Background: an optimization exercise with open tools, aiming at small area and a short achievable clock period. Do not read the settings as production practice.
Where RTL was checked, it was by simulation tests only, not by an equivalence proof against the original.
The RTL of run 7 was laid out without a check of its function.
Power is estimated from default activity; no workload was simulated.

<file path="flow/constraint.sdc">
create_clock -name core_clock -period 5.5 [get_ports {clk}]
set_input_delay 1.1000 -clock core_clock [delete_from_list [all_inputs] [get_ports {clk}]]
set_output_delay 1.1000 -clock core_clock [all_outputs]
set_load 0.01 [all_outputs]
</file>
<file path="flow/design.v">
`default_nettype none
package cpu_pkg;
	localparam int word_width = 16;
	localparam int reg_count = 4;
	localparam int reg_addr_width = 2;
	localparam int dmem_depth = 16;
	localparam int dmem_addr_width = 4;
	localparam logic [3:0] op_adi = 4'd4;
	localparam logic [3:0] op_ori = 4'd5;
	localparam logic [3:0] op_lhi = 4'd6;
	localparam logic [3:0] op_lwd = 4'd7;
	localparam logic [3:0] op_swd = 4'd8;
	localparam logic [3:0] op_rtype = 4'd15;
	localparam logic [5:0] fn_add = 6'd0;
	localparam logic [5:0] fn_sub = 6'd1;
	localparam logic [5:0] fn_and = 6'd2;
	localparam logic [5:0] fn_orr = 6'd3;
	localparam logic [5:0] fn_not = 6'd4;
	localparam logic [5:0] fn_tcp = 6'd5;
	localparam logic [5:0] fn_shl = 6'd6;
	localparam logic [5:0] fn_shr = 6'd7;
	localparam logic [5:0] fn_wwd = 6'd28;
	localparam logic [5:0] fn_hlt = 6'd29;
	typedef struct packed {
		logic inv;
		logic s_sum;
		logic s_or;
		logic s_and;
		logic s_shr;
		logic s_mem;
		logic wr;
		logic sw;
		logic wwd;
		logic hlt;
	} ctrl_t;
endpackage
`default_nettype wire
`default_nettype none
module control (
	input  logic              [15:0] inst,
	input  logic                     ex_wr,
	input  logic              [1:0]  ex_dest,
	output cpu_pkg::ctrl_t           ctrl,
	output logic              [1:0]  dest,
	output logic              [1:0]  b_reg,
	output logic                     a_rd,
	output logic                     b_rd,
	output logic              [15:0] imm,
	output logic                     fwd_a,
	output logic                     fwd_b
);
	logic [1:0] rs;
	logic [1:0] rt;
	logic       a_use;
	logic       b_use;
	logic       a_hit;
	logic       b_hit;
	logic       imm_lo;
	logic       imm_sx;
	logic       imm_hi;
	assign rs = inst[11:10];
	assign rt = inst[9:8];
	always_comb begin
		ctrl = '0;
		a_use = 1'b1;
		b_use = 1'b0;
		b_reg = rt;
		imm_lo = 1'b0;
		imm_sx = 1'b0;
		imm_hi = 1'b0;
		case (inst[15:12])
			cpu_pkg::op_adi: begin
				imm_lo = 1'b1;
				imm_sx = 1'b1;
				ctrl.s_sum = 1'b1;
				ctrl.wr = 1'b1;
			end
			cpu_pkg::op_ori: begin
				imm_lo = 1'b1;
				ctrl.s_or = 1'b1;
				ctrl.wr = 1'b1;
			end
			cpu_pkg::op_lhi: begin
				imm_hi = 1'b1;
				ctrl.s_sum = 1'b1;
				ctrl.wr = 1'b1;
				a_use = 1'b0;
			end
			cpu_pkg::op_lwd: begin
				ctrl.s_mem = 1'b1;
				ctrl.wr = 1'b1;
			end
			cpu_pkg::op_swd: begin
				ctrl.sw = 1'b1;
				b_use = 1'b1;
			end
			cpu_pkg::op_rtype: begin
				b_use = 1'b1;
				ctrl.wr = 1'b1;
				case (inst[5:0])
					cpu_pkg::fn_add: ctrl.s_sum = 1'b1;
					cpu_pkg::fn_sub: begin
						ctrl.inv = 1'b1;
						ctrl.s_sum = 1'b1;
					end
					cpu_pkg::fn_and: ctrl.s_and = 1'b1;
					cpu_pkg::fn_orr: ctrl.s_or = 1'b1;
					cpu_pkg::fn_not: begin
						ctrl.inv = 1'b1;
						ctrl.s_or = 1'b1;
						a_use = 1'b0;
						b_reg = rs;
					end
					cpu_pkg::fn_tcp: begin
						ctrl.inv = 1'b1;
						ctrl.s_sum = 1'b1;
						a_use = 1'b0;
						b_reg = rs;
					end
					cpu_pkg::fn_shl: begin
						ctrl.s_sum = 1'b1;
						b_reg = rs;
					end
					cpu_pkg::fn_shr: ctrl.s_shr = 1'b1;
					cpu_pkg::fn_wwd: begin
						ctrl.wr = 1'b0;
						ctrl.wwd = 1'b1;
						ctrl.s_sum = 1'b1;
						b_use = 1'b0;
					end
					cpu_pkg::fn_hlt: begin
						ctrl.wr = 1'b0;
						ctrl.hlt = 1'b1;
						a_use = 1'b0;
						b_use = 1'b0;
					end
					default: begin
						ctrl.wr = 1'b0;
						a_use = 1'b0;
						b_use = 1'b0;
					end
				endcase
			end
			default: begin
				a_use = 1'b0;
			end
		endcase
	end
	assign imm[7:0] = imm_lo ? inst[7:0] : 8'd0;
	assign imm[15:8] = imm_hi ? inst[7:0] : {8{imm_sx && inst[7]}};
	assign a_hit = ex_wr && ex_dest == rs;
	assign b_hit = ex_wr && ex_dest == b_reg;
	assign fwd_a = a_use && a_hit;
	assign fwd_b = b_use && b_hit;
	assign a_rd = a_use && !a_hit;
	assign b_rd = b_use && !b_hit;
	assign dest = (inst[15:12] == cpu_pkg::op_rtype) ? inst[7:6] : inst[9:8];
endmodule
`default_nettype wire
`default_nettype none
module reg_file (
	input  logic        clk,
	input  logic        rst,
	input  logic [1:0]  rs,
	input  logic [1:0]  b_reg,
	input  logic        a_rd,
	input  logic        b_rd,
	input  logic [15:0] imm,
	output logic [15:0] rs_data,
	output logic [15:0] rt_data,
	input  logic [3:0]  off,
	input  logic        we_next,
	input  logic [1:0]  wr_addr_next,
	input  logic [15:0] ex_result,
	output logic [15:0] line,
	input  logic        we,
	input  logic [1:0]  wr_addr,
	input  logic [15:0] wr_data
);
	logic [15:0] regs [4];
	logic [15:0] rd_a;
	logic [15:0] rd_b;
	logic [3:0]  reg_addr;
	logic [3:0]  fwd_addr;
	logic [3:0]  addr;
	always_ff @(posedge clk) begin
		for (int i = 0; i < 4; i++) begin
			if (rst || (we && wr_addr == 2'(i))) begin
				regs[i] <= rst ? '0 : wr_data;
			end
		end
	end
	assign rd_a = (we && wr_addr == rs) ? wr_data : regs[rs];
	assign rd_b = (we && wr_addr == b_reg) ? wr_data : regs[b_reg];
	assign rs_data = a_rd ? rd_a : '0;
	assign rt_data = b_rd ? rd_b : imm;
	assign reg_addr = rd_a[3:0] + off;
	assign fwd_addr = ex_result[3:0] + off;
	assign addr = (we_next && wr_addr_next == rs) ? fwd_addr : reg_addr;
	assign line = 16'd1 << addr;
endmodule
`default_nettype wire
`default_nettype none
module id_ex_reg (
	input  logic                     clk,
	input  logic                     rst,
	input  logic                     inst_valid,
	input  cpu_pkg::ctrl_t           dec_ctrl,
	input  logic              [1:0]  dec_dest,
	input  logic              [15:0] dec_op_a,
	input  logic              [15:0] dec_op_b,
	input  logic                     dec_fwd_a,
	input  logic                     dec_fwd_b,
	input  logic              [15:0] dec_line,
	output cpu_pkg::ctrl_t           ex_ctrl,
	output logic              [15:0] ex_op_a,
	output logic              [15:0] ex_op_b,
	output logic                     ex_fwd_a,
	output logic                     ex_fwd_b,
	output logic              [1:0]  ex_dest,
	output logic              [15:0] ex_line
);
	always_ff @(posedge clk) begin
		if (rst || !inst_valid) begin
			ex_ctrl <= '0;
		end else begin
			ex_ctrl <= dec_ctrl;
		end
	end
	always_ff @(posedge clk) begin
		ex_op_a <= dec_op_a;
		ex_op_b <= dec_op_b;
		ex_fwd_a <= dec_fwd_a;
		ex_fwd_b <= dec_fwd_b;
		ex_dest <= dec_dest;
		ex_line <= dec_line;
	end
endmodule
`default_nettype wire
`default_nettype none
module execute_stage (
	input  logic                     clk,
	input  logic                     rst,
	input  cpu_pkg::ctrl_t           ex_ctrl,
	input  logic              [1:0]  ex_dest,
	input  logic              [15:0] ex_op_a,
	input  logic              [15:0] ex_op_b,
	input  logic                     ex_fwd_a,
	input  logic                     ex_fwd_b,
	input  logic              [15:0] ex_line,
	output logic                     ex_wr,
	output logic              [15:0] ex_result,
	output logic                     wb_valid,
	output logic              [1:0]  wb_reg,
	output logic              [15:0] wb_data,
	output logic                     out_valid,
	output logic              [15:0] out_data,
	output logic                     halted
);
	logic        halted_q;
	logic        wb_valid_q;
	logic        out_valid_q;
	logic [1:0]  wb_reg_q;
	logic [15:0] wb_data_q;
	logic        live;
	logic [15:0] a;
	logic [15:0] b;
	logic [15:0] bx;
	logic [16:0] sum_c;
	logic [15:0] sum;
	logic [15:0] mem_rdata;
	logic [15:0] result;
	logic [15:0] dmem [16];
	assign live = !halted_q;
	assign a = ({16{ex_fwd_a}} & wb_data_q) | ex_op_a;
	assign b = ({16{ex_fwd_b}} & wb_data_q) | ex_op_b;
	assign bx = ex_ctrl.inv ? ~b : b;
	assign sum_c = {a, 1'b1} + {bx, ex_ctrl.inv};
	assign sum = sum_c[16:1];
	always_comb begin
		mem_rdata = '0;
		for (int i = 0; i < 16; i++) begin
			mem_rdata = mem_rdata | ({16{ex_line[i]}} & dmem[i]);
		end
	end
	assign result = ({16{ex_ctrl.s_sum}} & sum) |
		({16{ex_ctrl.s_or}} & (a | bx)) |
		({16{ex_ctrl.s_and}} & (a & b)) |
		({16{ex_ctrl.s_shr}} & {a[15], a[15:1]}) |
		({16{ex_ctrl.s_mem}} & mem_rdata);
	assign ex_wr = live && ex_ctrl.wr;
	assign ex_result = result;
	always_ff @(posedge clk) begin
		for (int i = 0; i < 16; i++) begin
			if (rst || (live && ex_ctrl.sw && ex_line[i])) begin
				dmem[i] <= rst ? '0 : b;
			end
		end
	end
	always_ff @(posedge clk) begin
		if (rst) begin
			wb_valid_q <= 1'b0;
			out_valid_q <= 1'b0;
			halted_q <= 1'b0;
		end else begin
			wb_valid_q <= ex_wr;
			out_valid_q <= live && ex_ctrl.wwd;
			halted_q <= halted_q || (live && ex_ctrl.hlt);
		end
	end
	always_ff @(posedge clk) begin
		wb_reg_q <= ex_dest;
		wb_data_q <= result;
	end
	assign wb_valid = wb_valid_q;
	assign wb_reg = wb_reg_q;
	assign wb_data = wb_data_q;
	assign out_valid = out_valid_q;
	assign out_data = wb_data_q;
	assign halted = halted_q;
endmodule
`default_nettype wire
`default_nettype none
module cpu_top (
	input  logic                               clk,
	input  logic                               rst,
	input  logic                               inst_valid,
	input  logic [cpu_pkg::word_width-1:0]     inst,
	output logic                               wb_valid,
	output logic [cpu_pkg::reg_addr_width-1:0] wb_reg,
	output logic [cpu_pkg::word_width-1:0]     wb_data,
	output logic                               out_valid,
	output logic [cpu_pkg::word_width-1:0]     out_data,
	output logic                               halted
);
	cpu_pkg::ctrl_t dec_ctrl;
	cpu_pkg::ctrl_t ex_ctrl;
	logic [1:0]  dec_dest;
	logic [1:0]  dec_b_reg;
	logic        dec_a_rd;
	logic        dec_b_rd;
	logic [15:0] dec_imm;
	logic        dec_fwd_a;
	logic        dec_fwd_b;
	logic [15:0] dec_op_a;
	logic [15:0] dec_op_b;
	logic [15:0] dec_line;
	logic [15:0] ex_op_a;
	logic [15:0] ex_op_b;
	logic        ex_fwd_a;
	logic        ex_fwd_b;
	logic [1:0]  ex_dest;
	logic [15:0] ex_line;
	logic        ex_wr;
	logic [15:0] ex_result;
	control u_control (
		.inst    (inst),
		.ex_wr   (ex_wr),
		.ex_dest (ex_dest),
		.ctrl    (dec_ctrl),
		.dest    (dec_dest),
		.b_reg   (dec_b_reg),
		.a_rd    (dec_a_rd),
		.b_rd    (dec_b_rd),
		.imm     (dec_imm),
		.fwd_a   (dec_fwd_a),
		.fwd_b   (dec_fwd_b)
	);
	reg_file u_reg_file (
		.clk          (clk),
		.rst          (rst),
		.rs           (inst[11:10]),
		.b_reg        (dec_b_reg),
		.a_rd         (dec_a_rd),
		.b_rd         (dec_b_rd),
		.imm          (dec_imm),
		.rs_data      (dec_op_a),
		.rt_data      (dec_op_b),
		.off          (inst[3:0]),
		.we_next      (ex_wr),
		.wr_addr_next (ex_dest),
		.ex_result    (ex_result),
		.line         (dec_line),
		.we           (wb_valid),
		.wr_addr      (wb_reg),
		.wr_data      (wb_data)
	);
	id_ex_reg u_id_ex_reg (
		.clk        (clk),
		.rst        (rst),
		.inst_valid (inst_valid),
		.dec_ctrl   (dec_ctrl),
		.dec_dest   (dec_dest),
		.dec_op_a   (dec_op_a),
		.dec_op_b   (dec_op_b),
		.dec_fwd_a  (dec_fwd_a),
		.dec_fwd_b  (dec_fwd_b),
		.dec_line   (dec_line),
		.ex_ctrl    (ex_ctrl),
		.ex_op_a    (ex_op_a),
		.ex_op_b    (ex_op_b),
		.ex_fwd_a   (ex_fwd_a),
		.ex_fwd_b   (ex_fwd_b),
		.ex_dest    (ex_dest),
		.ex_line    (ex_line)
	);
	execute_stage u_execute_stage (
		.clk       (clk),
		.rst       (rst),
		.ex_ctrl   (ex_ctrl),
		.ex_dest   (ex_dest),
		.ex_op_a   (ex_op_a),
		.ex_op_b   (ex_op_b),
		.ex_fwd_a  (ex_fwd_a),
		.ex_fwd_b  (ex_fwd_b),
		.ex_line   (ex_line),
		.ex_wr     (ex_wr),
		.ex_result (ex_result),
		.wb_valid  (wb_valid),
		.wb_reg    (wb_reg),
		.wb_data   (wb_data),
		.out_valid (out_valid),
		.out_data  (out_data),
		.halted    (halted)
	);
endmodule
`default_nettype wire
</file>
<file path="flow/standard.sh">
#!/bin/bash
# synth_recipe.tcl (not shown) runs the flow's synth.tcl, then flattens the netlist and writes it again
# the make line also repeats each setting of config.mk as NAME=value (left out here)
make -C /OpenROAD-flow-scripts/flow DESIGN_CONFIG=/design/flow/config.mk WORK_HOME=/design/flow/orfs CLKGATE_MAP_FILE= SYNTH_SCRIPT=/design/flow/synth_recipe.tcl "${@:-finish}"
</file>
<file path="flow/config.mk">
export PLATFORM = sky130hd
export DESIGN_NAME = cpu_top
export DESIGN_NICKNAME = cpu_top
export VERILOG_FILES = /design/flow/design.v
export SDC_FILE = /design/flow/constraint.sdc
export NUM_CORES = 4
export LEC_CHECK = 0
export CAP_MARGIN = 20
export CORE_MARGIN = 2
export CORE_UTILIZATION = 65
export PLACE_DENSITY = 0.75
export SETUP_SLACK_MARGIN = 2.6
export SLEW_MARGIN = 20
</file>
<file path="flow/flow/abc.script">
&get -n
&st
&dch
&nf -R 20
&put
buffer -c
topo
stime -c
upsize -c
dnsize -c
</file>
<file path="flow/flow/synth_custom.tcl">
# The standard synthesis script (synth_recipe.tcl), with one change:
# the ABC mapping step uses flow/abc.script in place of ORFS's speed script.
# Registers are mapped before ABC runs, so they are the same as the
# standard synthesis's.
proc synth {args} { yosys synth -nofsm -noshare {*}$args }
proc abc {args} {
  set i [lsearch -exact $args -script]
  if {$i >= 0} { lset args [expr {$i + 1}] $::env(CUSTOM_ABC_SCRIPT) }
  yosys abc {*}$args
}
source $::env(SCRIPTS_DIR)/synth.tcl
# left out here: clear keep_hierarchy, flatten, clean up, hide names made inside functions, write 1_2_yosys.v
</file>
<file path="flow/flow/run.sh">
#!/bin/bash
export CUSTOM_ABC_SCRIPT=$PWD/flow/abc.script
bash standard.sh ADDER_MAP_FILE= "BUFFER_PORTS_ARGS=-buffer_cell sky130_fd_sc_hd__buf_4" "CTS_ARGS=-sink_clustering_enable -repair_clock_nets -buf_list sky130_fd_sc_hd__clkbuf_8 -sink_clustering_size 16 -sink_clustering_max_diameter 40 -dont_use_dummy_load" SYNTH_SCRIPT=$PWD/flow/synth_custom.tcl finish > standard.log 2>&1
</file>
==> impl_metrics.ini, run 1 <==
[status]
run_status = complete, no violations

[yosys]
synthFlopType = edfxtp_1
synth-edff-count = 320
synth-seq-area-share_pct = 67.87
synth.distinct_cells = 63
mappedNetlistArea_um2 = 16610
netlist_instances = 1278
yosysWarnings = 6
syn_area_per_cell_um2 = 12.99
yosys_register_bits = 403
synth_net_count = 1297
synth-async-reset-ratio_pct = 0

[global_routing]
antenna_found_initial = 0
groute.usage.overall_pct = 30.64
maximum_number_of_pins_on_one_net_before_global_route_repair = 58
gr_ovfl_total = 0
wire_length_of_the_first_global_routing_pass_um = 61040
first_global_vias = 10511

[cells_and_area]
nNetsFinal = 1334
layout_cell_share_with_drive_strength_beyond_1_pct = 16.45
layout.area.seq_um2 = 11330
num-fill-cells = 1713
multi_input_area_um2 = 5029
mostFrequentLayoutCell = edfxtp_1
areaGrowthSynthToFinish_pct = 9.072
commonest_non_fill_non_tap_cells_in_the_layout = 320 x edfxtp_1, 142 x nand2_1, 91 x nor2_1, 86 x buf_4, 67 x a222oi_1
instances_no_fill = 1643
insertedDiodeCount = 0

[setup_path]
cp_max_fo = 10
worst_ep_required_time_ns = 5.93
end_kind = flip-flop
path_class = in2reg
cp-start-kind = input pin
worstPathArrival_ns = 3.29

[placed_design]
place.gp.congestion = 0.9093
io_buffer_count = 55
detailed_place_hpwl_um = 25430
place.detailed.instances = 1575

[pwr]
power_density_nw_per_um2 = 317.2
combinationalPowerShare_pct = 10.0
cell_internal_pwr_uw = 4346
part_of_the_power_in_the_clock_network_pct = 28.4
switching_power_share_of_the_total_pct = 24.37
net-switching-power_uw = 1400
p_leak_uw = 0.006575
seq_power_share_pct = 61.5
worst_ir_drop_on_vdd_v = 0.0003239

[timing]
setup-violations-final = 0
slew-limit-headroom_pct = 29.15
grt_setup_unrepaired = true
timing.setup.tns_ns = 0
finalCriticalPeriod_ns = 2.860
max_slew.worst_pin.slew_ns = 1.059
number_of_hold_violations_in_the_final_report = 0
timing_max_transition_violations_final = 0
tcrit_tclk_final_pct = 52.00
skew_ns = 0.08398
fmax_mhz = 349.7

[clock_tree]
cts_buffer_depth = 3
clk_latency_ns = 0.59
clkSinkCount = 403
htree_levels = 2
clock-root-buffer = clkbuf_8
cts_hold_buffers = 0
tritoncts = done
cts_buffers = 44
cts.reportedPaths.clkPinSlew_ns = 0.06

[die]
coreArea_um2 = 25110
rows = 58
start_util_pct = 66.14
ios = 56
floorplan.die_area_um2 = 26840
die_h_um = 163.8
die-width_um = 163.8

[drt]
wirelength_um = 40980
detailroute.via_count = 10990
post-route-drc-count = 0
detail_route.wl_per_cell_um = 24.94
avgViaCountPerCell = 6.689
drt_pass1_iterations = 7
dr.first_iter.drc_count = 1612
antenna_left = 0

[flow_run]
max_cap_violations = 0

[min_path]
hp-class = reg2reg
sequential cells by signal, indices dropped and copies added, names as in the netlist, 2 cells and up:
name and cells:
u_execute_stage.wb_data_q 16, u_id_ex_reg.ex_ctrl 10, u_execute_stage.wb_reg_q 2, u_id_ex_reg.ex_op_a 16, u_id_ex_reg.ex_dest 2, u_id_ex_reg.ex_op_b 16, u_reg_file.regs 64, u_execute_stage.dmem 256
u_id_ex_reg.ex_line 16
repair_timing:
item | in CTS | in global routing
pin swaps | 4 | 23
endpoints found under the setup margin | 41 | 36
buffers inserted | 1 | 22
gates resized for setup | 30 | 46
per-layer routing:
| metal | GRT usage, % | vias to the layer above | share of wire [%] |
|---|---|---|---|
| met5 | 0 | - | 0 |
| met4 | 11.56 | 0 | 3.3 |
| met3 | 4.369 | 95 | 8.2 |
| met2 | 51.55 | 593 | 49 |
| met1 | 40.96 | 5377 | 39 |
| li1 | - | 4925 | - |
critical path: stages:
cell	delay, ns
buf_4	0.15
xor2_1	0.13
or3_1	0.57
nand2_2	0.17
o21ai_4	0.09
xnor2_4	0.24
o21ai_4	0.09
maj3_4	0.41
xor2_4	0.27
nor2_1	0.06
synthesized netlist by cell type (5+ instances only):
cell	n	area, µm²
nand3_1	33	165.2
clkbuf_1	63	236.5
a21o_1	34	255.2
nor2b_1	24	150.1
dfxtp_1	83	1662
buf_2	7	35.03
o21ai_0	69	345.3
nand4_1	23	143.9
a31o_2	5	43.79
and2_1	6	37.54
a21oi_2	5	43.79
buf_4	20	150.1
a21oi_1	50	250.2
nand2_1	143	536.8
o211ai_1	5	37.54
inv_1	9	33.78
a22oi_1	63	473.0
nor2_1	93	349.1
a31oi_1	19	118.9
xnor2_1	34	297.8
and3_1	5	31.28
buf_1	6	22.52
xor2_1	16	140.1
nand2b_1	12	75.07
a222oi_1	67	670.6
edfxtp_1	320	9609
power by group through the flow:
stage               Sequential (µW)  Clock (µW)  Combinational, µW
floorplan                      3530           0                385
global placement               3620           0                480
detailed placement             3630           0                488
CTS                            3570        1650                498
global route                   3550        1750                617
finish                         3540        1630                576
final cells by class:
cell class                      instances  area share, %
Timing Repair Buffer                   90          3.882
Sequential cell                       403          62.54
Multi-Input combinational cell        767          27.76
Tap cell                              330          2.280
Inverter                                9         0.1865
Clock buffer                           44          3.343
cells by family after synthesis:
kind of cell	share of synthesized area, %
flops	67.87
xor+xnor	3.428
mux	0.3014
simple gates	9.870
fa+ha+maj	0.08286
buf+inv	3.006
compound gates	15.44
path summary, 6_finish.rpt:
check	startpoint	end	slack, ns	cells after the start
setup / recovery	inst[11]	u_id_ex_reg.ex_line[7]	2.64	10
hold / removal	u_id_ex_reg.ex_dest[0]	u_execute_stage.wb_reg_q[0]	0.39	0
setup reg to reg	u_id_ex_reg.ex_line[12]	u_id_ex_reg.ex_line[7]	2.67	10
hold reg to reg	u_id_ex_reg.ex_dest[0]	u_execute_stage.wb_reg_q[0]	0.39	0
through the flow:
| stage | setup WS, ns | util (%) | power, µW | cell area (µm²) | hold WS [ns] |
|---|---|---|---|---|---|
| global placement | 1.753 | 67.93 | 4104 | 17060 | 0.3876 |
| CTS | 2.570 | 70.65 | 5710 | 17740 | 0.3935 |
| global route | 2.519 | 72.13 | 5917 | 18110 | 0.3974 |
| floorplan | 2.393 | - | 3917 | 16650 | 0.3732 |
| finish | 2.640 | 72.13 | 5746 | 18110 | 0.3924 |
| detailed placement | 1.607 | 67.93 | 4119 | 17060 | 0.3874 |
==> run 2, diff against run 1 <==
--- a/flow/config.mk
+++ b/flow/config.mk
@@ -7,7 +7,7 @@
 export LEC_CHECK = 0
 export CAP_MARGIN = 20
 export CORE_MARGIN = 2
-export CORE_UTILIZATION = 65
-export PLACE_DENSITY = 0.75
+export CORE_UTILIZATION = 60
+export PLACE_DENSITY = 0.7
 export SETUP_SLACK_MARGIN = 2.6
 export SLEW_MARGIN = 20
==> impl_metrics.ini, run 2 <==
[status]
run_status = complete, no violations

[clock_tree]
cts_hold_buffers = 0
clock-root-buffer = clkbuf_8
cts_buffer_depth = 3
htree_levels = 2
clkSinkCount = 403
tritoncts = done
clk_latency_ns = 0.58
cts.reportedPaths.clkPinSlew_ns = 0.06
cts_buffers = 45

[flow_run]
max_cap_violations = 0

[timing]
grt_setup_unrepaired = true
skew_ns = 0.08730
hold-worst-slack_ns = 0.3974
max_slew.worst_pin.slew_ns = 1.037
fmax_mhz = 347.7
timing_max_transition_violations_final = 0
finalCriticalPeriod_ns = 2.876
tcrit_tclk_final_pct = 52.29
slew-limit-headroom_pct = 30.62
setup-violations-final = 0
number_of_hold_violations_in_the_final_report = 0
timing.setup.tns_ns = 0

[setup_path]
crit_buf_inv = 1
reg2reg_depth = 10
ff2ff_setup_slack_ns = 2.64
critical_path.cell_chain = buf_4 > xor2_1 > or3_1 > nand2_2 > o21ai_4 > xnor2_2 > o21ai_4 > maj3_4 > xnor2_4 > nor2_1
cp_max_fo = 10
cp-start-kind = input pin
critical-path-max-stage-delay_ns = 0.56
path_class = in2reg
worst_ep_required_time_ns = 5.92
worstPathArrival_ns = 3.29
cp_slowest_cell = or3_1
path_delay_family = simple AND/OR/NAND/NOR gates
cp.depth = 10
end_kind = flip-flop
timing.critical_path.mode_cell = o21ai_4

[placed_design]
detailed_place_hpwl_um = 25710
io_buffer_count = 55
placement.cell_area_um2 = 17120
place.detailed.instances = 1619
place.gp.congestion = 0.9173

[yosys]
yosysWarnings = 6
synth.distinct_cells = 63
synth-async-reset-ratio_pct = 0
synthTopCellsByCount = 320 x edfxtp_1, 143 x nand2_1, 93 x nor2_1, 83 x dfxtp_1, 69 x o21ai_0
synth_net_count = 1297
yosys_register_bits = 403
synthDominantAreaCellType = edfxtp_1
synth-edff-count = 320
synthFlopType = edfxtp_1
synth.area.top_cells = edfxtp_1 58%, dfxtp_1 10%, a222oi_1 4.0%
syn_area_per_cell_um2 = 12.99
synth-seq-area-share_pct = 67.87
netlist_instances = 1278
mappedNetlistArea_um2 = 16610
yosysTopAreaCellShare_pct = 57.87
yosysMostFrequentCell = edfxtp_1

[drt]
wirelength_um = 41590
avgViaCountPerCell = 6.506
dr.first_iter.drc_count = 1611
antenna_left = 0
detail_route.wl_per_cell_um = 24.50
post-route-drc-count = 0
detailroute.via_count = 11047
drt_pass1_iterations = 6

[cells_and_area]
layout_cell_share_with_drive_strength_beyond_1_pct = 17.57
post-route-cell-area_um2 = 18300
nNetsFinal = 1347
max_flop_register = u_execute_stage.dmem
largestRegisters = u_execute_stage.dmem x256, u_reg_file.regs x64
mostFrequentLayoutCell = edfxtp_1
instances_no_fill = 1698
commonest_non_fill_non_tap_cells_in_the_layout = 320 x edfxtp_1, 142 x nand2_1, 100 x buf_4, 91 x nor2_1, 68 x dfxtp_1
largest_register_ff_count = 256
areaGrowthSynthToFinish_pct = 10.18
insertedDiodeCount = 0

[global_routing]
wire_length_of_the_first_global_routing_pass_um = 62420
gr_ovfl_total = 0
groute.usage.overall_pct = 28.89
first_global_vias = 10674
antenna_found_initial = 1
maximum_number_of_pins_on_one_net_before_global_route_repair = 58

[die]
floorplan.die_area_um2 = 29020
ios = 56
rows = 60
coreArea_um2 = 27100
start_util_pct = 61.27
die-width_um = 170.4
die_h_um = 170.4

[pwr]
part_of_the_power_in_the_clock_network_pct = 28.6
cell_internal_pwr_uw = 4364
combinationalPowerShare_pct = 10.0
switching_power_share_of_the_total_pct = 24.28
net-switching-power_uw = 1399
worst_ir_drop_on_vdd_v = 0.0002550
power_density_nw_per_um2 = 315.0
seq_power_share_pct = 61.4
p_leak_uw = 0.006662

[min_path]
min_delay_path_depth = 0
hp-class = reg2reg
==> run 2: cell types whose count changed in the layout (fill, tap and decap cells not counted), moves of 2 or more <==
cell,delta
a21oi_2,+2
a21oi_1,-3
o21ai_0,-2
xnor2_4,-2
xnor2_2,+6
dfxtp_1,+5
buf_4,+14
o21ai_1,+3
dfxtp_4,-4
xnor2_1,-4
==> run 2: power groups by stage <==
stage	Combinational (µW)	Clock (µW)	Sequential (µW)
5_1_grt	625	1780	3550
6_report	579	1650	3540
3_5_place_dp	504	0	3620
3_3_place_gp	498	0	3610
4_1_cts	519	1670	3550
2_1_floorplan	385	0	3530
==> run 2: through the flow <==
step	power [µW]	util, %	setup WS, ns
floorplan	3917	-	2.393
global placement	4111	63.19	1.709
detailed placement	4122	63.19	1.629
CTS	5739	65.89	2.551
global route	5954	67.51	2.486
finish	5763	67.51	2.624
==> run 2: repair_timing <==
item,in CTS,in global routing
endpoints found under the setup margin,42,36
gates resized for setup,32,41
pin swaps,9,20
gates cloned,0,0
endpoints found under the hold margin,0,0
setup buffers,5,27
==> run 2: worst paths after layout <==
check / startpoint / to
hold reg to reg: u_id_ex_reg.ex_dest[1] / u_execute_stage.wb_reg_q[1]
setup reg to reg: u_id_ex_reg.ex_line[0] / u_id_ex_reg.ex_line[10]
setup / recovery: inst[11] / u_id_ex_reg.ex_line[10]
hold / removal: u_id_ex_reg.ex_dest[1] / u_execute_stage.wb_reg_q[1]
==> run 2: cell families (layout without fill, tap and decap cells) <==
kind of cell,after synthesis,count (layout),synth area share [%]
flops,403,403,67.87
simple gates,357,357,9.870
compound gates,349,349,15.44
buf+inv,108,156,3.006
xor+xnor,56,56,3.428
mux,4,4,0.3014
fa+ha+maj,1,1,0.08286
==> run 2: final cells by class <==
cell class              count  area [µm²]
repair buffers            102       773.2
fillers                  1943        8805
well taps                 372       465.4
clock buffers              45       619.3
flip-flops and latches    403       11310
multi-input cells         767        5092
inverters                   9       33.78
==> run 2: layer usage <==
layer	part of all wire [%]	track usage [%]	wire length, µm
met4	4.0	11.48	1657
met1	41	39.09	17000
met3	7.3	3.837	3030
met5	0.099	0	41
met2	48	47.91	19860
==> run 3, diff against run 2 <==
==> flow/flow/run.sh (replaced) <==
#!/bin/bash
export CUSTOM_ABC_SCRIPT=$PWD/flow/abc.script
bash standard.sh ADDER_MAP_FILE= "BUFFER_PORTS_ARGS=-buffer_cell sky130_fd_sc_hd__buf_4" "CORE_UTILIZATION=65" "PLACE_DENSITY=0.75" "CTS_ARGS=-sink_clustering_enable -repair_clock_nets -buf_list sky130_fd_sc_hd__clkbuf_8 -sink_clustering_size 20 -sink_clustering_max_diameter 50 -dont_use_dummy_load" SYNTH_SCRIPT=$PWD/flow/synth_custom.tcl finish > standard.log 2>&1
==> flow/flow/abc.script (replaced) <==
&get -n
&st
&dch
&nf
&put
buffer -c
topo
stime -c
upsize -c
dnsize -c
--- a/flow/config.mk
+++ b/flow/config.mk
@@ -7,7 +7,6 @@
 export LEC_CHECK = 0
 export CAP_MARGIN = 20
 export CORE_MARGIN = 2
-export CORE_UTILIZATION = 60
-export PLACE_DENSITY = 0.7
-export SETUP_SLACK_MARGIN = 2.6
+export CORE_UTILIZATION = 40
+export SETUP_SLACK_MARGIN = 2.9
 export SLEW_MARGIN = 20
==> impl_metrics.ini, run 3 <==
[yosys]
mappedNetlistArea_um2 = 16700
yosysWarnings = 6
synth-seq-area-share_pct = 67.49
synth-edff-count = 320
synth_compound_area_share_pct = 15.55
synth.distinct_cells = 70
synthAdderAreaFrac_pct = 0.1948
synth_simple_gate_area_share_pct = 9.522
yosysTopAreaCellShare_pct = 57.54
synthTopCellsByCount = 320 x edfxtp_1, 127 x nand2_1, 94 x nor2_1, 83 x dfxtp_1, 67 x a222oi_1
synth-async-reset-ratio_pct = 0
xor_xnor_share_of_the_synthesized_area_pct = 3.806
synth_net_count = 1290
yosysMostFrequentCell = edfxtp_1
synthDominantAreaCellType = edfxtp_1
synth_top_family_by_area = compound AO/OA/AOI/OAI gates
synth.area.mux_share_pct = 0.4270
netlist_instances = 1271
synth.area.top_cells = edfxtp_1 58%, dfxtp_1 9.9%, a222oi_1 4.0%
synthFlopType = edfxtp_1
syn_area_per_cell_um2 = 13.14
yosys_register_bits = 403

[global_routing]
first_global_vias = 10815
antenna_found_initial = 1
wire_length_of_the_first_global_routing_pass_um = 63490
groute.usage.overall_pct = 31.84
maximum_number_of_pins_on_one_net_before_global_route_repair = 58
gr_ovfl_total = 0

[cells_and_area]
layout_cell_share_with_drive_strength_beyond_1_pct = 22.96
post-route-cell-area_um2 = 18940
max_flop_register = u_execute_stage.dmem
largest_register_ff_count = 256
areaGrowthSynthToFinish_pct = 13.40
commonest_non_fill_non_tap_cells_in_the_layout = 320 x edfxtp_1, 125 x nand2_1, 114 x buf_4, 92 x nor2_1, 67 x a222oi_1
nNetsFinal = 1371
largestRegisters = u_execute_stage.dmem x256, u_reg_file.regs x64
mostFrequentLayoutCell = edfxtp_1
num-fill-cells = 1559

[timing]
fmax_mhz = 355.6
grt_setup_unrepaired = true
tcrit_tclk_final_pct = 51.13
slew-limit-headroom_pct = 27.66
setup-violations-final = 0
max_slew.worst_pin.slew_ns = 1.081
number_of_hold_violations_in_the_final_report = 0
timing_max_transition_violations_final = 0
skew_ns = 0.06189
finalCriticalPeriod_ns = 2.812
timing.setup.tns_ns = 0

[drt]
detailroute.via_count = 11592
post-route-drc-count = 0
detail_route.wl_per_cell_um = 25.98
antenna_left = 0
avgViaCountPerCell = 6.896
dr.first_iter.drc_count = 2210
wirelength_um = 43680
drt_pass1_iterations = 7

[die]
start_util_pct = 66.32
floorplan.die_area_um2 = 26990
die-width_um = 164.3
coreArea_um2 = 25180
die_h_um = 164.3
ios = 56
rows = 58

[setup_path]
crit_buf_inv = 2
worstPathArrival_ns = 3.23
critical_path.cell_chain = buf_6 > xnor2_2 > nand3_2 > buf_12 > nand4_1 > o21ai_4 > nand2_2 > o211a_4 > maj3_2 > maj3_2 > xnor2_4 > nor2_1
critical-path-max-stage-delay_ns = 0.40
timing.critical_path.mode_cell = maj3_2
cp-start-kind = input pin
path_class = in2reg
path_delay_family = adder cells
cp_slowest_cell = maj3_2
end_kind = flip-flop
worst_ep_required_time_ns = 5.91
cp_max_fo = 8
reg2reg_depth = 9
ff2ff_setup_slack_ns = 2.69
cp.depth = 12

[clock_tree]
cts.reportedPaths.clkPinSlew_ns = 0.07
tritoncts = done
cts_buffers = 37
clk_latency_ns = 0.57
cts_buffer_depth = 3
htree_levels = 2
clkSinkCount = 403
clock-root-buffer = clkbuf_8

[min_path]
min_delay_path_depth = 0
hp-class = reg2reg

[pwr]
p_leak_uw = 0.006951
worst_ir_drop_on_vdd_v = 0.0002939
power_density_nw_per_um2 = 299.4

[placed_design]
place.gp.congestion = 0.8876
io_buffer_count = 55
placement.cell_area_um2 = 17180
detailed_place_hpwl_um = 25660

[status]
run_status = complete, no violations

[flow_run]
max_cap_violations = 0
run 3: metal layers:
layer,vias up,share of wire [%],track usage (%)
met3,120,13,6.540
met2,803,46,48.92
met5,-,0,0
li1,5038,-,-
met1,5631,39,46.38
met4,0,2.9,9.809
run 3: kinds of logic after synthesis:
kind of cell,after synthesis
buffers and inverters,107
xor gates and xnor gates,57
DFF,403
and+or+nand+nor,345
muxes,6
adders and majority gates,3
AOI/OAI and AO/OA,350
run 3: per-stage QoR:
stage | power [µW] | instances | utilization (%) | hold slack [ns] | setup slack [ns]
floorplan | 3918 | 1271 | - | 0.3732 | 2.243
global placement | 4103 | 1569 | 68.23 | 0.3877 | 1.635
detailed placement | 4122 | 1569 | 68.23 | 0.3951 | 1.570
CTS | 5628 | 1655 | 73.60 | 0.4017 | 2.700
global route | 5834 | 1680 | 75.20 | 0.4288 | 2.624
finish | 5670 | 1681 | 75.21 | 0.4172 | 2.688
run 3: layout make-up:
type | count | area (µm²) | share of cell area, %
antenna | 1 | 2.502 | 0.01321
clock buffer | 37 | 509.2 | 2.689
inverter | 7 | 26.28 | 0.1387
multi-input combinational | 763 | 5409 | 28.56
sequential | 403 | 11340 | 59.87
tap | 330 | 412.9 | 2.180
timing repair buffer | 140 | 1240 | 6.547
run 3: final timing paths:
check,end,start
setup / recovery,u_id_ex_reg.ex_line[10],inst[10]
hold / removal,u_execute_stage.wb_reg_q[1],u_id_ex_reg.ex_dest[1]
setup reg to reg,u_id_ex_reg.ex_line[10],u_execute_stage.wb_data_q[1]
hold reg to reg,u_execute_stage.wb_reg_q[1],u_id_ex_reg.ex_dest[1]
run 3: power breakdown:
| group | internal (µW) | switching, µW |
|---|---|---|
| Clock | 603 | 901 |
| Sequential | 3430 | 95.6 |
| Combinational | 241 | 400 |
| Total | 4270 | 1400 |
run 3: timing repair:
action,CTS,global route
pin swaps,42,29
gates cloned,3,2
endpoints found under the setup margin,44,44
hold buffers,0,0
resized for setup,121,49
setup buffers,46,23
==> run 4, diff against run 3 <==
==> flow/flow/run.sh (replaced) <==
#!/bin/bash
# Layout flow: the standard ORFS layout (standard.sh), with these changes:
#  - synthesis maps the combinational logic with flow/abc.script, through
#    flow/synth_custom.tcl; registers are mapped before ABC runs, so they are
#    the standard synthesis's registers
#  - no full/half-adder cell extraction (ADDER_MAP_FILE empty); ABC maps adders
#  - port buffers are buf_4
#  - clock tree of clkbuf_8, clusters of at most 20 sinks within 50 um, and no
#    dummy clock loads
# ORFS writes each step's full tool log under orfs/logs/; make's own output
# goes to standard.log here.
export CUSTOM_ABC_SCRIPT=$PWD/flow/abc.script
bash standard.sh ADDER_MAP_FILE= \
	"BUFFER_PORTS_ARGS=-buffer_cell sky130_fd_sc_hd__buf_4" \
	"CTS_ARGS=-sink_clustering_enable -repair_clock_nets -buf_list sky130_fd_sc_hd__clkbuf_8 -sink_clustering_size 20 -sink_clustering_max_diameter 50 -dont_use_dummy_load" \
	SYNTH_SCRIPT=$PWD/flow/synth_custom.tcl \
	finish > standard.log 2>&1
==> flow/flow/abc.script (replaced) <==
&get -n
&st
&dch
&nf -R 20
&put
buffer -c
topo
stime -c
upsize -c
dnsize -c
--- a/flow/config.mk
+++ b/flow/config.mk
@@ -7,6 +7,7 @@
 export LEC_CHECK = 0
 export CAP_MARGIN = 20
 export CORE_MARGIN = 2
-export CORE_UTILIZATION = 40
-export SETUP_SLACK_MARGIN = 2.9
+export CORE_UTILIZATION = 65
+export PLACE_DENSITY = 0.75
+export SETUP_SLACK_MARGIN = 2.75
 export SLEW_MARGIN = 20
==> impl_metrics.ini, run 4 <==
[cells_and_area]
layout_cell_share_with_drive_strength_beyond_1_pct = 20.88
max_flop_register = u_execute_stage.dmem
nNetsFinal = 1362
post-route-cell-area_um2 = 18610
instances_no_fill = 1671
mostFrequentLayoutCell = edfxtp_1
commonest_non_fill_non_tap_cells_in_the_layout = 320 x edfxtp_1, 135 x nand2_1, 108 x buf_4, 89 x nor2_1, 67 x a222oi_1
largestRegisters = u_execute_stage.dmem x256, u_reg_file.regs x64
largest_register_ff_count = 256
areaGrowthSynthToFinish_pct = 12.05
insertedDiodeCount = 0
num-fill-cells = 1634

[die]
ios = 56
rows = 58
coreArea_um2 = 25110
die_h_um = 163.8
die-width_um = 163.8
start_util_pct = 66.14
floorplan.die_area_um2 = 26840

[yosys]
synthFlopType = edfxtp_1
synthAdderAreaFrac_pct = 0.08288
synthDominantAreaCellType = edfxtp_1
yosysTopAreaCellShare_pct = 57.87
yosysMostFrequentCell = edfxtp_1
synth_top_family_by_area = compound AO/OA/AOI/OAI gates
synth-seq-area-share_pct = 67.87
synth-async-reset-ratio_pct = 0
synth_simple_gate_area_share_pct = 9.870
synth.area.top_cells = edfxtp_1 58%, dfxtp_1 10%, a222oi_1 4.0%
syn_area_per_cell_um2 = 12.99
synthTopCellsByCount = 320 x edfxtp_1, 143 x nand2_1, 93 x nor2_1, 83 x dfxtp_1, 69 x o21ai_0
yosys_register_bits = 403
mappedNetlistArea_um2 = 16610
synth-edff-count = 320
synth_net_count = 1297
synth.area.mux_share_pct = 0.3014
xor_xnor_share_of_the_synthesized_area_pct = 3.428
netlist_instances = 1278
synth_compound_area_share_pct = 15.44
yosysWarnings = 6
synth.distinct_cells = 63

[global_routing]
gr_ovfl_total = 0
antenna_found_initial = 0
wire_length_of_the_first_global_routing_pass_um = 62380
maximum_number_of_pins_on_one_net_before_global_route_repair = 58
first_global_vias = 10636
groute.usage.overall_pct = 31.36

[clock_tree]
clkSinkCount = 403
cts_buffers = 37
tritoncts = done
htree_levels = 2
clock-root-buffer = clkbuf_8
clk_latency_ns = 0.57
cts_hold_buffers = 0
cts.reportedPaths.clkPinSlew_ns = 0.07
cts_buffer_depth = 3

[timing]
max_slew.worst_pin.slew_ns = 1.067
crit_path_setup_slack_layout_ns = 2.685
skew_ns = 0.07362
timing_max_transition_violations_final = 0
number_of_hold_violations_in_the_final_report = 0
timing.setup.tns_ns = 0
fmax_mhz = 355.2
tcrit_tclk_final_pct = 51.18
slew-limit-headroom_pct = 28.57
setup-violations-final = 0
finalCriticalPeriod_ns = 2.815
grt_setup_unrepaired = true

[drt]
drt_pass1_iterations = 6
avgViaCountPerCell = 6.792
dr.first_iter.drc_count = 1864
detail_route.wl_per_cell_um = 25.75
detailroute.via_count = 11349
antenna_left = 0
wirelength_um = 43030
post-route-drc-count = 0

[placed_design]
io_buffer_count = 55
pre_cts_ws_ns = 1.581
detailed_place_hpwl_um = 25470
place.gp.congestion = 0.8815
placement.cell_area_um2 = 17070
place.detailed.instances = 1577

[pwr]
worst_ir_drop_on_vdd_v = 0.0002673
power_density_nw_per_um2 = 303.7
p_leak_uw = 0.006837

[setup_path]
end_kind = flip-flop
critical-path-max-stage-delay_ns = 0.25
crit_buf_inv = 3
cp_slowest_cell = buf_6
source_of_the_worst_register_to_register_timing_path = u_id_ex_reg.ex_line[1]
critical_path.cell_chain = buf_4 > xnor2_2 > nand3_4 > buf_6 > nand4_1 > o21ai_0 > nand2_1 > o21a_2 > xor2_2 > xor2_1 > buf_4 > nand2_1 > nor2_1
ff2ff_setup_slack_ns = 2.71
worst_ep_required_time_ns = 5.96
worstPathArrival_ns = 3.27
reg2reg_depth = 11
cp_max_fo = 18
rr_endpoint = u_id_ex_reg.ex_line[15]
path_class = in2reg
path_delay_family = XOR/XNOR gates
cp-start-kind = input pin

[flow_run]
max_cap_violations = 0

[min_path]
hp-class = reg2reg
min-delay-start = u_id_ex_reg.ex_dest[0]
min_delay_path_depth = 0
min_to = u_execute_stage.wb_reg_q[0]

[status]
run_status = complete, no violations
## run 4: cell count changes after synthesis, moves of 4 or more
cell and delta:
a31o_2 -4, and3_1 -4, nand2_1 +16, o21ai_0 +15, o21ai_1 -14, xnor3_1 -5, xor2_1 +7
## run 4: logic make-up (layout without fill, tap and decap cells)
logic type                 after synthesis  after routing
AOI/OAI and AO/OA                      349            349
xor gates and xnor gates                56             56
adders and majority gates                1              1
buffers and inverters                  108            168
DFF                                    403            403
muxes                                    4              4
and+or+nand+nor                        357            360
## run 4: timing repair
item	in CTS	in global routing
setup buffers	26	26
setup endpoints to repair	43	38
pin swaps	21	36
cloned	2	2
resized for setup	77	67
## run 4: worst max-delay path by stage
stage / cells past startpoint / to / slack (ns) / startpoint
finish: 13 / u_id_ex_reg.ex_line[15] / 2.68 / inst[10]
global route: 10 / u_id_ex_reg.ex_line[15] / 2.59 / u_execute_stage.dmem[4][2]
CTS: 14 / u_execute_stage.wb_data_q[15] / 2.66 / u_id_ex_reg.ex_fwd_b
detailed placement: 10 / u_id_ex_reg.ex_op_b[12] / 1.58 / inst[13]
global placement: 12 / u_id_ex_reg.ex_line[8] / 1.73 / inst[10]
floorplan: 11 / u_id_ex_reg.ex_op_b[1] / 2.39 / inst[3]
## run 4: area by class of cell
class	instances	area (µm²)	share of cell area, %
tap	330	412.9	2.219
clock buffer	37	509.2	2.737
inverter	9	33.78	0.1816
multi-input combinational	770	5343	28.71
sequential	403	11320	60.84
timing repair buffer	122	988.4	5.312
## run 4: metal layers
metal / vias to the layer above / wire length (µm) / track usage, %
met2: 660 / 20890 / 52.48
met4: 0 / 1578 / 11.56
met3: 122 / 3535 / 4.015
met1: 5577 / 17030 / 42.62
li1: 4990 / - / -
met5: - / 0 / 0
## run 4: worst reg2reg max path, delay by kind of cell (launching register included)
| family | cells | cell delay, ns |
|---|---|---|
| flip-flops | 1 | 0.33 |
| adder cells (fa/ha/maj) | 1 | 0.38 |
| XOR/XNOR | 2 | 0.45 |
| AND/OR/NAND/NOR | 3 | 0.44 |
| AO/OA/AOI/OAI | 4 | 0.93 |
| buffers and inverters | 1 | 0.13 |
## run 4: power breakdown
group	switching [µW]	total, µW	internal (µW)
Combinational	394	619	226
Clock	887	1490	603
Sequential	110	3540	3430
## run 4: per-stage QoR
step           hold WS, ns  util, %  power (µW)
2_1_floorplan       0.3732        -        3917
3_3_place_gp        0.3876    67.99        4110
3_5_place_dp        0.3830    67.99        4126
4_1_cts             0.3916    72.00        5602
5_1_grt             0.4026    74.10        5819
6_report            0.3983    74.10        5651
==> run 5, diff against run 4 <==
--- a/flow/config.mk
+++ b/flow/config.mk
@@ -9,5 +9,5 @@
 export CORE_MARGIN = 2
 export CORE_UTILIZATION = 65
 export PLACE_DENSITY = 0.75
-export SETUP_SLACK_MARGIN = 2.75
+export SETUP_SLACK_MARGIN = 2.6
 export SLEW_MARGIN = 20
==> impl_metrics.ini, run 5 <==
[timing]
crit_path_setup_slack_layout_ns = 2.620
number_of_hold_violations_in_the_final_report = 0
max_slew.worst_pin.slew_ns = 1.079
skew_ns = 0.07182
timing_max_transition_violations_final = 0
timing.setup.tns_ns = 0
grt_setup_unrepaired = true
slew-limit-headroom_pct = 27.83
setup-violations-final = 0
tcrit_tclk_final_pct = 52.36
finalCriticalPeriod_ns = 2.880
fmax_mhz = 347.2

[pwr]
seq_power_share_pct = 63.5
combinationalPowerShare_pct = 10.3
p_leak_uw = 0.006522
part_of_the_power_in_the_clock_network_pct = 26.2
power_density_nw_per_um2 = 309.0
worst_ir_drop_on_vdd_v = 0.0002860
switching_power_share_of_the_total_pct = 24.52
net-switching-power_uw = 1365
cell_internal_pwr_uw = 4202

[yosys]
synth_compound_area_share_pct = 15.44
synthTopCellsByCount = 320 x edfxtp_1, 143 x nand2_1, 93 x nor2_1, 83 x dfxtp_1, 69 x o21ai_0
synth_net_count = 1297
yosysWarnings = 6
yosysTopAreaCellShare_pct = 57.87
synth_simple_gate_area_share_pct = 9.870
xor_xnor_share_of_the_synthesized_area_pct = 3.428
synth.area.mux_share_pct = 0.3014
synthAdderAreaFrac_pct = 0.08288
synth.distinct_cells = 63
synth.area.top_cells = edfxtp_1 58%, dfxtp_1 10%, a222oi_1 4.0%
syn_area_per_cell_um2 = 12.99
synth-async-reset-ratio_pct = 0
synth_top_family_by_area = compound AO/OA/AOI/OAI gates
synth-seq-area-share_pct = 67.87
yosysMostFrequentCell = edfxtp_1
yosys_register_bits = 403
synth-edff-count = 320
netlist_instances = 1278
synthFlopType = edfxtp_1
mappedNetlistArea_um2 = 16610
synthDominantAreaCellType = edfxtp_1

[setup_path]
path_delay_family = XOR/XNOR gates
cp.depth = 12
cp-start-kind = input pin
end_kind = flip-flop
source_of_the_worst_register_to_register_timing_path = u_id_ex_reg.ex_line[2]
path_class = in2reg
cp_slowest_cell = maj3_4
crit_buf_inv = 2
critical-path-max-stage-delay_ns = 0.40
cp_max_fo = 16
timing.critical_path.to = u_id_ex_reg.ex_line[14]
cp-startpoint = inst[11]
ff2ff_setup_slack_ns = 2.65
rr_endpoint = u_id_ex_reg.ex_line[14]
reg2reg_depth = 11
worstPathArrival_ns = 3.30
critical_path.cell_chain = buf_4 > xnor2_1 > nand3_2 > buf_12 > o21ai_1 > nand2_2 > o21ai_4 > xnor2_4 > o21ai_4 > maj3_4 > xnor2_4 > nor2_1
worst_ep_required_time_ns = 5.92

[cells_and_area]
layout_cell_share_with_drive_strength_beyond_1_pct = 16.03
areaGrowthSynthToFinish_pct = 8.514
largest_register_ff_count = 256
largestRegisters = u_execute_stage.dmem x256, u_reg_file.regs x64
max_flop_register = u_execute_stage.dmem
nNetsFinal = 1325
commonest_non_fill_non_tap_cells_in_the_layout = 320 x edfxtp_1, 142 x nand2_1, 92 x nor2_1, 83 x buf_4, 67 x a222oi_1
insertedDiodeCount = 0
mostFrequentLayoutCell = edfxtp_1

[global_routing]
first_global_vias = 10416
gr_ovfl_total = 0
groute.usage.overall_pct = 30.47
wire_length_of_the_first_global_routing_pass_um = 60610
antenna_found_initial = 0
maximum_number_of_pins_on_one_net_before_global_route_repair = 58

[drt]
detail_route.wl_per_cell_um = 25.11
avgViaCountPerCell = 6.751
drt_pass1_iterations = 8
dr.first_iter.drc_count = 1636
detailroute.via_count = 11031
post-route-drc-count = 0
antenna_left = 0
wirelength_um = 41030

[clock_tree]
cts.reportedPaths.clkPinSlew_ns = 0.07
cts_buffer_depth = 3
clkSinkCount = 403
htree_levels = 2
clk_latency_ns = 0.57
cts_buffers = 35
tritoncts = done
clock-root-buffer = clkbuf_8

[placed_design]
place.gp.congestion = 0.9093
io_buffer_count = 55
pre_cts_ws_ns = 1.607
detailed_place_hpwl_um = 25430

[flow_run]
max_cap_violations = 0

[die]
coreArea_um2 = 25110
floorplan.die_area_um2 = 26840
die_h_um = 163.8
start_util_pct = 66.14
ios = 56
rows = 58
die-width_um = 163.8

[status]
run_status = complete, no violations

[min_path]
hp-class = reg2reg
run 5: cell types whose count changed in the layout (fill, tap and decap cells not counted), moves of 6 or more:
cell | previous run | this run
xnor2_1 | 15 | 26
a21oi_1 | 43 | 49
buf_4 | 108 | 83
xnor2_2 | 18 | 8
a21oi_4 | 12 | 5
nand2_1 | 135 | 142
run 5: worst min path at each step:
stage                      startpoint  depth (start not counted)  slack [ns]                           to
6_report       u_id_ex_reg.ex_dest[0]                          0        0.41  u_execute_stage.wb_reg_q[0]
5_1_grt        u_id_ex_reg.ex_dest[0]                          0        0.42  u_execute_stage.wb_reg_q[0]
4_1_cts        u_id_ex_reg.ex_dest[1]                          0        0.40  u_execute_stage.wb_reg_q[1]
3_5_place_dp   u_id_ex_reg.ex_dest[1]                          0        0.39  u_execute_stage.wb_reg_q[1]
3_3_place_gp   u_id_ex_reg.ex_dest[0]                          0        0.39  u_execute_stage.wb_reg_q[0]
2_1_floorplan  u_id_ex_reg.ex_dest[0]                          0        0.37  u_execute_stage.wb_reg_q[0]
run 5: cell families after synthesis:
logic type	Yosys count
multiplexers	4
AO/OA/AOI/OAI	349
adder cells (fa/ha/maj)	1
buffers and inverters	108
flip-flops	403
XOR/XNOR	56
AND/OR/NAND/NOR	357
run 5: stage by stage:
step / hold WS [ns] / instance area, µm² / total power, µW / cells / utilization [%]
floorplan: 0.3732 / 16650 / 3917 / 1278 / -
global placement: 0.3876 / 17060 / 4104 / 1575 / 67.93
detailed placement: 0.3874 / 17060 / 4119 / 1575 / 67.93
CTS: 0.3951 / 17620 / 5534 / 1611 / 70.19
global route: 0.4170 / 18020 / 5725 / 1634 / 71.77
finish: 0.4107 / 18020 / 5567 / 1634 / 71.77
run 5: cell type report:
cell class                 count  area (µm²)
tap                          330       412.9
inverter                       9       33.78
sequential                   403       11330
clock buffer                  35       481.7
fill                        1707        7089
timing repair buffer          90       724.4
multi-input combinational    767        5039
run 5: per-layer routing:
layer	vias to the layer above	GRT usage [%]	part of all wire, %	routed length (µm)
met5	-	0	0	0
met4	0	11.40	3.2	1320
met3	94	4.596	8.7	3556
met2	638	51.26	49	20060
met1	5390	40.60	39	16100
li1	4909	-	-	-
run 5: what timing repair did:
| action | 4_1_cts | 5_1_grt |
|---|---|---|
| endpoints found under the hold margin | 0 | 0 |
| gates cloned | 0 | 1 |
| pin swaps | 5 | 18 |
| setup endpoints to repair | 41 | 36 |
| gates resized for setup | 33 | 46 |
| buffers inserted | 1 | 21 |
| hold buffers | 0 | 0 |
run 5: power groups by stage:
stage / sequential (µW) / clock [µW] / combinational, µW
final: 3530 / 1460 / 573
after floorplan: 3530 / 0 / 385
after global placement: 3620 / 0 / 480
after CTS: 3570 / 1470 / 498
after detailed placement: 3630 / 0 / 488
after global routing: 3550 / 1560 / 615
==> run 6, diff against run 5 <==
--- a/flow/config.mk
+++ b/flow/config.mk
@@ -7,7 +7,7 @@
 export LEC_CHECK = 0
 export CAP_MARGIN = 20
 export CORE_MARGIN = 2
-export CORE_UTILIZATION = 65
-export PLACE_DENSITY = 0.75
+export CORE_UTILIZATION = 60
+export PLACE_DENSITY = 0.7
 export SETUP_SLACK_MARGIN = 2.6
 export SLEW_MARGIN = 20
==> impl_metrics.ini, run 6 <==
[drt]
antenna_left = 0
wirelength_um = 41530
drt_pass1_iterations = 8
detailroute.via_count = 10991
detail_route.wl_per_cell_um = 24.59
dr.first_iter.drc_count = 1559
avgViaCountPerCell = 6.507
post-route-drc-count = 0

[cells_and_area]
num-fill-cells = 1947
multi_input_area_um2 = 5115
commonest_non_fill_non_tap_cells_in_the_layout = 320 x edfxtp_1, 141 x nand2_1, 97 x buf_4, 90 x nor2_1, 67 x a222oi_1
largestRegisters = u_execute_stage.dmem x256, u_reg_file.regs x64
layout_cell_share_with_drive_strength_beyond_1_pct = 17.31
mostFrequentLayoutCell = edfxtp_1
largest_register_ff_count = 256
areaGrowthSynthToFinish_pct = 9.742
max_flop_register = u_execute_stage.dmem
insertedDiodeCount = 0
layout.area.seq_um2 = 11320
nNetsFinal = 1338

[die]
die_h_um = 170.4
coreArea_um2 = 27100
ios = 56
start_util_pct = 61.27
floorplan.die_area_um2 = 29020
rows = 60
die-width_um = 170.4

[yosys]
synth.distinct_cells = 63
synth-edff-count = 320
synthFlopType = edfxtp_1
syn_area_per_cell_um2 = 12.99
synth-async-reset-ratio_pct = 0
yosys_register_bits = 403
mappedNetlistArea_um2 = 16610
yosysWarnings = 6
synth-seq-area-share_pct = 67.87
synthDominantAreaCellType = edfxtp_1
synth_net_count = 1297
synth.area.top_cells = edfxtp_1 58%, dfxtp_1 10%, a222oi_1 4.0%
synthTopCellsByCount = 320 x edfxtp_1, 143 x nand2_1, 93 x nor2_1, 83 x dfxtp_1, 69 x o21ai_0
yosysTopAreaCellShare_pct = 57.87
netlist_instances = 1278
yosysMostFrequentCell = edfxtp_1

[setup_path]
rr_endpoint = u_id_ex_reg.ex_line[9]
cp-start-kind = flip-flop
worstPathArrival_ns = 3.25
end_kind = flip-flop
reg2reg_depth = 10
cp_max_fo = 8
worst_ep_required_time_ns = 5.93
source_of_the_worst_register_to_register_timing_path = u_execute_stage.dmem[1][1]
ff2ff_setup_slack_ns = 2.67
path_class = reg2reg

[timing]
timing_max_transition_violations_final = 0
setup-violations-final = 0
slew-limit-headroom_pct = 29.98
hold-worst-slack_ns = 0.3943
timing.setup.tns_ns = 0
tcrit_tclk_final_pct = 51.40
finalCriticalPeriod_ns = 2.827
skew_ns = 0.05862
fmax_mhz = 353.7
number_of_hold_violations_in_the_final_report = 0
grt_setup_unrepaired = true
max_slew.worst_pin.slew_ns = 1.046

[global_routing]
maximum_number_of_pins_on_one_net_before_global_route_repair = 58
gr_ovfl_total = 0
groute.usage.overall_pct = 28.68
global_route.usage.met1_pct = 39.55
grt_util_met2_pct = 47.19
wire_length_of_the_first_global_routing_pass_um = 62020
antenna_found_initial = 0
first_global_vias = 10553
use_met3_pct = 3.349
grt_most_used_layer = met2

[pwr]
power_density_nw_per_um2 = 308.0
part_of_the_power_in_the_clock_network_pct = 26.6
switching_power_share_of_the_total_pct = 24.68
net-switching-power_uw = 1385
seq_power_share_pct = 63.0
finalPower_uw = 5613
p_leak_uw = 0.006602
worst_ir_drop_on_vdd_v = 0.0002707
cell_internal_pwr_uw = 4228
combinationalPowerShare_pct = 10.4

[clock_tree]
clkSinkCount = 403
clock-root-buffer = clkbuf_8
cts.reportedPaths.clkPinSlew_ns = 0.09
clk_latency_ns = 0.58
cts_buffers = 36
htree_levels = 2
cts_buffer_depth = 3
tritoncts = done

[flow_run]
max_cap_violations = 0

[placed_design]
detailed_place_hpwl_um = 25710
place.gp.congestion = 0.9173
io_buffer_count = 55

[min_path]
min_delay_path_depth = 0
hp-class = reg2reg
min-delay-start = u_id_ex_reg.ex_dest[0]
min_to = u_execute_stage.wb_reg_q[0]

[status]
run_status = complete, no violations
## run 6: layout make-up
type	count	area share, %
Timing Repair Buffer	102	4.374
Sequential cell	403	62.10
Tap cell	372	2.554
Inverter	9	0.1854
Multi-Input combinational cell	767	28.07
Clock buffer	36	2.719
## run 6: how the worst max path moves through the flow
stage	slack, ns	cells past startpoint	end	start
global placement	1.71	13	u_id_ex_reg.ex_line[5]	inst[11]
CTS	2.60	13	u_id_ex_reg.ex_line[1]	u_execute_stage.wb_data_q[1]
finish	2.67	10	u_id_ex_reg.ex_line[9]	u_execute_stage.dmem[1][1]
global route	2.54	10	u_id_ex_reg.ex_line[10]	u_execute_stage.dmem[0][1]
detailed placement	1.63	10	u_id_ex_reg.ex_op_b[9]	inst[13]
floorplan	2.39	11	u_id_ex_reg.ex_op_b[1]	inst[3]
## run 6: metal layers
metal | wire length (µm) | part of all wire, % | vias to the layer above
met5 | 0 | 0 | -
met4 | 1614 | 3.9 | 0
met3 | 2907 | 7.0 | 100
met2 | 19780 | 48 | 527
met1 | 17220 | 41 | 5425
li1 | - | - | 4939
## run 6: stage by stage
step / instances / instance area [µm²] / util (%) / worst slack (ns)
6_report: 1689 / 18220 / 67.24 / 2.673
5_1_grt: 1689 / 18220 / 67.24 / 2.541
4_1_cts: 1664 / 17770 / 65.57 / 2.598
3_5_place_dp: 1619 / 17120 / 63.19 / 1.629
3_3_place_gp: 1619 / 17120 / 63.19 / 1.709
2_1_floorplan: 1278 / 16650 / - / 2.393
## run 6: kinds of logic after synthesis
group	share of synthesized area, %
flops	67.87
simple gates	9.870
compound gates	15.44
buf+inv	3.006
xor+xnor	3.428
mux	0.3014
fa+ha+maj	0.08286
## run 6: worst max-delay path, cell delays in order, from the launching register on
cell	delay, ns
edfxtp_1	0.37
a222oi_1	0.48
nand4_1	0.23
o21ai_2	0.24
nand4_2	0.15
o21ai_4	0.22
xnor2_2	0.16
o21ai_4	0.10
maj3_4	0.39
xnor2_4	0.26
nor2_1	0.10
## run 6: repair_timing
action,in CTS,in global routing
setup endpoints to repair,42,37
buffers inserted,9,23
hold buffers,0,0
resized for setup,34,49
pin swaps,10,25
## run 6: power by group through the flow
stage	combinational [µW]	sequential (µW)	clock, µW
floorplan	385	3530	0
global route	629	3550	1610
finish	585	3530	1490
global placement	498	3610	0
CTS	529	3540	1510
detailed placement	504	3620	0
==> run 7, diff against run 6 <==
--- a/flow/design.v
+++ b/flow/design.v
@@ -266,7 +266,6 @@
 	logic [15:0] a;
 	logic [15:0] b;
 	logic [15:0] bx;
-	logic [16:0] sum_c;
 	logic [15:0] sum;
 	logic [15:0] mem_rdata;
 	logic [15:0] result;
@@ -274,9 +273,31 @@
 	assign live = !halted_q;
 	assign a = ({16{ex_fwd_a}} & wb_data_q) | ex_op_a;
 	assign b = ({16{ex_fwd_b}} & wb_data_q) | ex_op_b;
+	logic [15:0] pg_g;
+	logic [15:0] pg_p;
+	logic [15:0] cg [5];
+	logic [15:0] cp [5];
+	logic [15:0] carry;
 	assign bx = ex_ctrl.inv ? ~b : b;
-	assign sum_c = {a, 1'b1} + {bx, ex_ctrl.inv};
-	assign sum = sum_c[16:1];
+	assign pg_g = a & bx;
+	assign pg_p = a ^ bx;
+	always_comb begin
+		cg[0] = pg_g;
+		cp[0] = pg_p;
+		cg[0][0] = pg_g[0] | (pg_p[0] & ex_ctrl.inv);
+		for (int l = 0; l < 4; l++) begin
+			cg[l + 1] = cg[l];
+			cp[l + 1] = cp[l];
+			for (int i = 0; i < 16; i++) begin
+				if (((i >> l) & 1) == 1) begin
+					cg[l + 1][i] = cg[l][i] | (cp[l][i] & cg[l][((i >> l) << l) - 1]);
+					cp[l + 1][i] = cp[l][i] & cp[l][((i >> l) << l) - 1];
+				end
+			end
+		end
+	end
+	assign carry = {cg[4][14:0], ex_ctrl.inv};
+	assign sum = pg_p ^ carry;
 	always_comb begin
 		mem_rdata = '0;
 		for (int i = 0; i < 16; i++) begin
==> flow/flow/run.sh (replaced) <==
#!/bin/bash
export CUSTOM_ABC_SCRIPT=$PWD/flow/abc.script
bash standard.sh ADDER_MAP_FILE= "BUFFER_PORTS_ARGS=-buffer_cell sky130_fd_sc_hd__buf_4" "CTS_ARGS=-sink_clustering_enable -repair_clock_nets -buf_list sky130_fd_sc_hd__clkbuf_8 -sink_clustering_size 20 -sink_clustering_max_diameter 50 -dont_use_dummy_load" SYNTH_SCRIPT=$PWD/flow/synth_custom.tcl finish > standard.log 2>&1
==> impl_metrics.ini, run 7 <==
[status]
run_status = complete, no violations

[timing]
skew_ns = 0.07872
finalCriticalPeriod_ns = 3.033
grt_setup_unrepaired = true
tcrit_tclk_final_pct = 55.15
setup-violations-final = 0
number_of_hold_violations_in_the_final_report = 0
max_slew.worst_pin.slew_ns = 1.050
slew-limit-headroom_pct = 29.72

[die]
rows = 60
start_util_pct = 61.06
die-width_um = 169.4
floorplan.die_area_um2 = 28690

[yosys]
yosysTopAreaCellShare_pct = 58.55
yosys_register_bits = 403
synth.distinct_cells = 69
synthDominantAreaCellType = edfxtp_1
yosysWarnings = 8
synth.area.top_cells = edfxtp_1 59%, dfxtp_1 10%, a222oi_1 4.0%
yosysMostFrequentCell = edfxtp_1
synth-async-reset-ratio_pct = 0
mappedNetlistArea_um2 = 16410
synth-seq-area-share_pct = 68.68
synthTopCellsByCount = 320 x edfxtp_1, 137 x nand2_1, 96 x nor2_1, 83 x dfxtp_1, 65 x a222oi_1
syn_area_per_cell_um2 = 13.11

[global_routing]
gr_ovfl_total = 0
first_global_vias = 10245
maximum_number_of_pins_on_one_net_before_global_route_repair = 58
wire_length_of_the_first_global_routing_pass_um = 60420
antenna_found_initial = 0
groute.usage.overall_pct = 28.10

[setup_path]
reg2reg_depth = 11
timing.critical_path.mode_cell = maj3_2
critical-path-max-stage-delay_ns = 0.40
cp-start-kind = flip-flop
path_class = reg2reg
path_delay_family = compound AO/OA/AOI/OAI gates
worstPathArrival_ns = 3.45
cp_max_fo = 8
cp_slowest_cell = maj3_2
cp.depth = 11

[pwr]
power_density_nw_per_um2 = 314.2
part_of_the_power_in_the_clock_network_pct = 26.8
worst_ir_drop_on_vdd_v = 0.0002142
switching_power_share_of_the_total_pct = 24.54
combinationalPowerShare_pct = 10.9
net-switching-power_uw = 1377

[cells_and_area]
nNetsFinal = 1308
mostFrequentLayoutCell = edfxtp_1
largestRegisters = u_execute_stage.dmem x256, u_reg_file.regs x64
insertedDiodeCount = 0
layout_cell_share_with_drive_strength_beyond_1_pct = 15.00
max_flop_register = u_execute_stage.dmem
num-fill-cells = 1973
post-route-cell-area_um2 = 17860
commonest_non_fill_non_tap_cells_in_the_layout = 320 x edfxtp_1, 137 x nand2_1, 94 x nor2_1, 87 x buf_4, 74 x dfxtp_1

[drt]
antenna_left = 0
dr.first_iter.drc_count = 1550
post-route-drc-count = 0
detail_route.wl_per_cell_um = 25.20

[clock_tree]
tritoncts = done
clkSinkCount = 403
cts_buffer_depth = 3
clk_latency_ns = 0.58
cts_buffers = 37

[placed_design]
pre_cts_ws_ns = 1.753
place.detailed.instances = 1576
place.gp.congestion = 0.8480
detailed_place_hpwl_um = 25280

[min_path]
hp-class = reg2reg

[flow_run]
max_cap_violations = 0
==> run 7: what timing repair did <==
action,in CTS,in global routing
buffers inserted,6,8
pin swaps,11,17
cloned,0,1
resized for setup,22,27
hold endpoints to repair,0,0
endpoints found under the setup margin,42,57
==> run 7: path summary, 6_finish.rpt <==
check / startpoint / slack (ns) / to
worst max register to register: u_id_ex_reg.ex_line[4] / 2.47 / u_id_ex_reg.ex_line[6]
worst min register to register: u_id_ex_reg.ex_dest[0] / 0.40 / u_execute_stage.wb_reg_q[0]
worst max-delay path: u_id_ex_reg.ex_line[4] / 2.47 / u_id_ex_reg.ex_line[6]
worst min-delay path: u_id_ex_reg.ex_dest[0] / 0.40 / u_execute_stage.wb_reg_q[0]
==> run 7: power groups by stage <==
stage          Combinational, µW  Sequential, µW  Clock, µW
2_1_floorplan                383            3530          0
3_3_place_gp                 574            3560          0
3_5_place_dp                 581            3560          0
4_1_cts                      595            3500       1520
5_1_grt                      655            3510       1620
6_report                     610            3500       1510
==> run 7: cell families after synthesis <==
kind of cell / share of synthesized area [%]
XOR/XNOR: 2.798
AO/OA/AOI/OAI: 15.15
buffers and inverters: 2.981
AND/OR/NAND/NOR: 9.675
adder cells (fa/ha/maj): 0.1982
flip-flops: 68.68
multiplexers: 0.5184
==> run 7: worst register-to-register path, delay by kind of cell, from the launching register on <==
family | cells | cell delay [ns]
fa+ha+maj | 2 | 0.74
mux | 1 | 0.13
simple gates | 2 | 0.36
compound gates | 4 | 0.98
xor+xnor | 1 | 0.28
buf+inv | 1 | 0.12
flops | 1 | 0.33
==> run 7: final cells by class <==
cell class	count	area, µm²	area share [%]
sequential	403	11290	63.21
tap	341	426.7	2.389
multi-input combinational	743	4822	27.00
clock buffer	37	509.2	2.851
timing repair buffer	94	775.7	4.343
inverter	10	37.54	0.2102
==> run 7: metrics by stage <==
stage               util (%)  hold slack [ns]  power (µW)
finish                 66.46           0.4038        5612
global route           66.46           0.4143        5783
CTS                    65.69           0.4030        5614
detailed placement     63.37           0.3899        4143
global placement       63.37           0.3972        4130
floorplan                  -           0.3741        3913
==> run 7: metal layers <==
metal  part of all wire (%)  GRT usage (%)  vias to the layer above
met5                      0              0                        -
met4                    2.2          8.064                        0
met3                     10          4.594                       70
met2                     47          44.21                      584
met1                     41          41.00                     5357
li1                       -              -                     4853

Check on run 7: ideal ports give 2.467 ns setup slack; a clkbuf_16 on the clock port and buf_2 on the inputs give 2.467 ns; moving port delays by the midpoint clock arrival (0.593 ns) as well gives 1.913 ns.
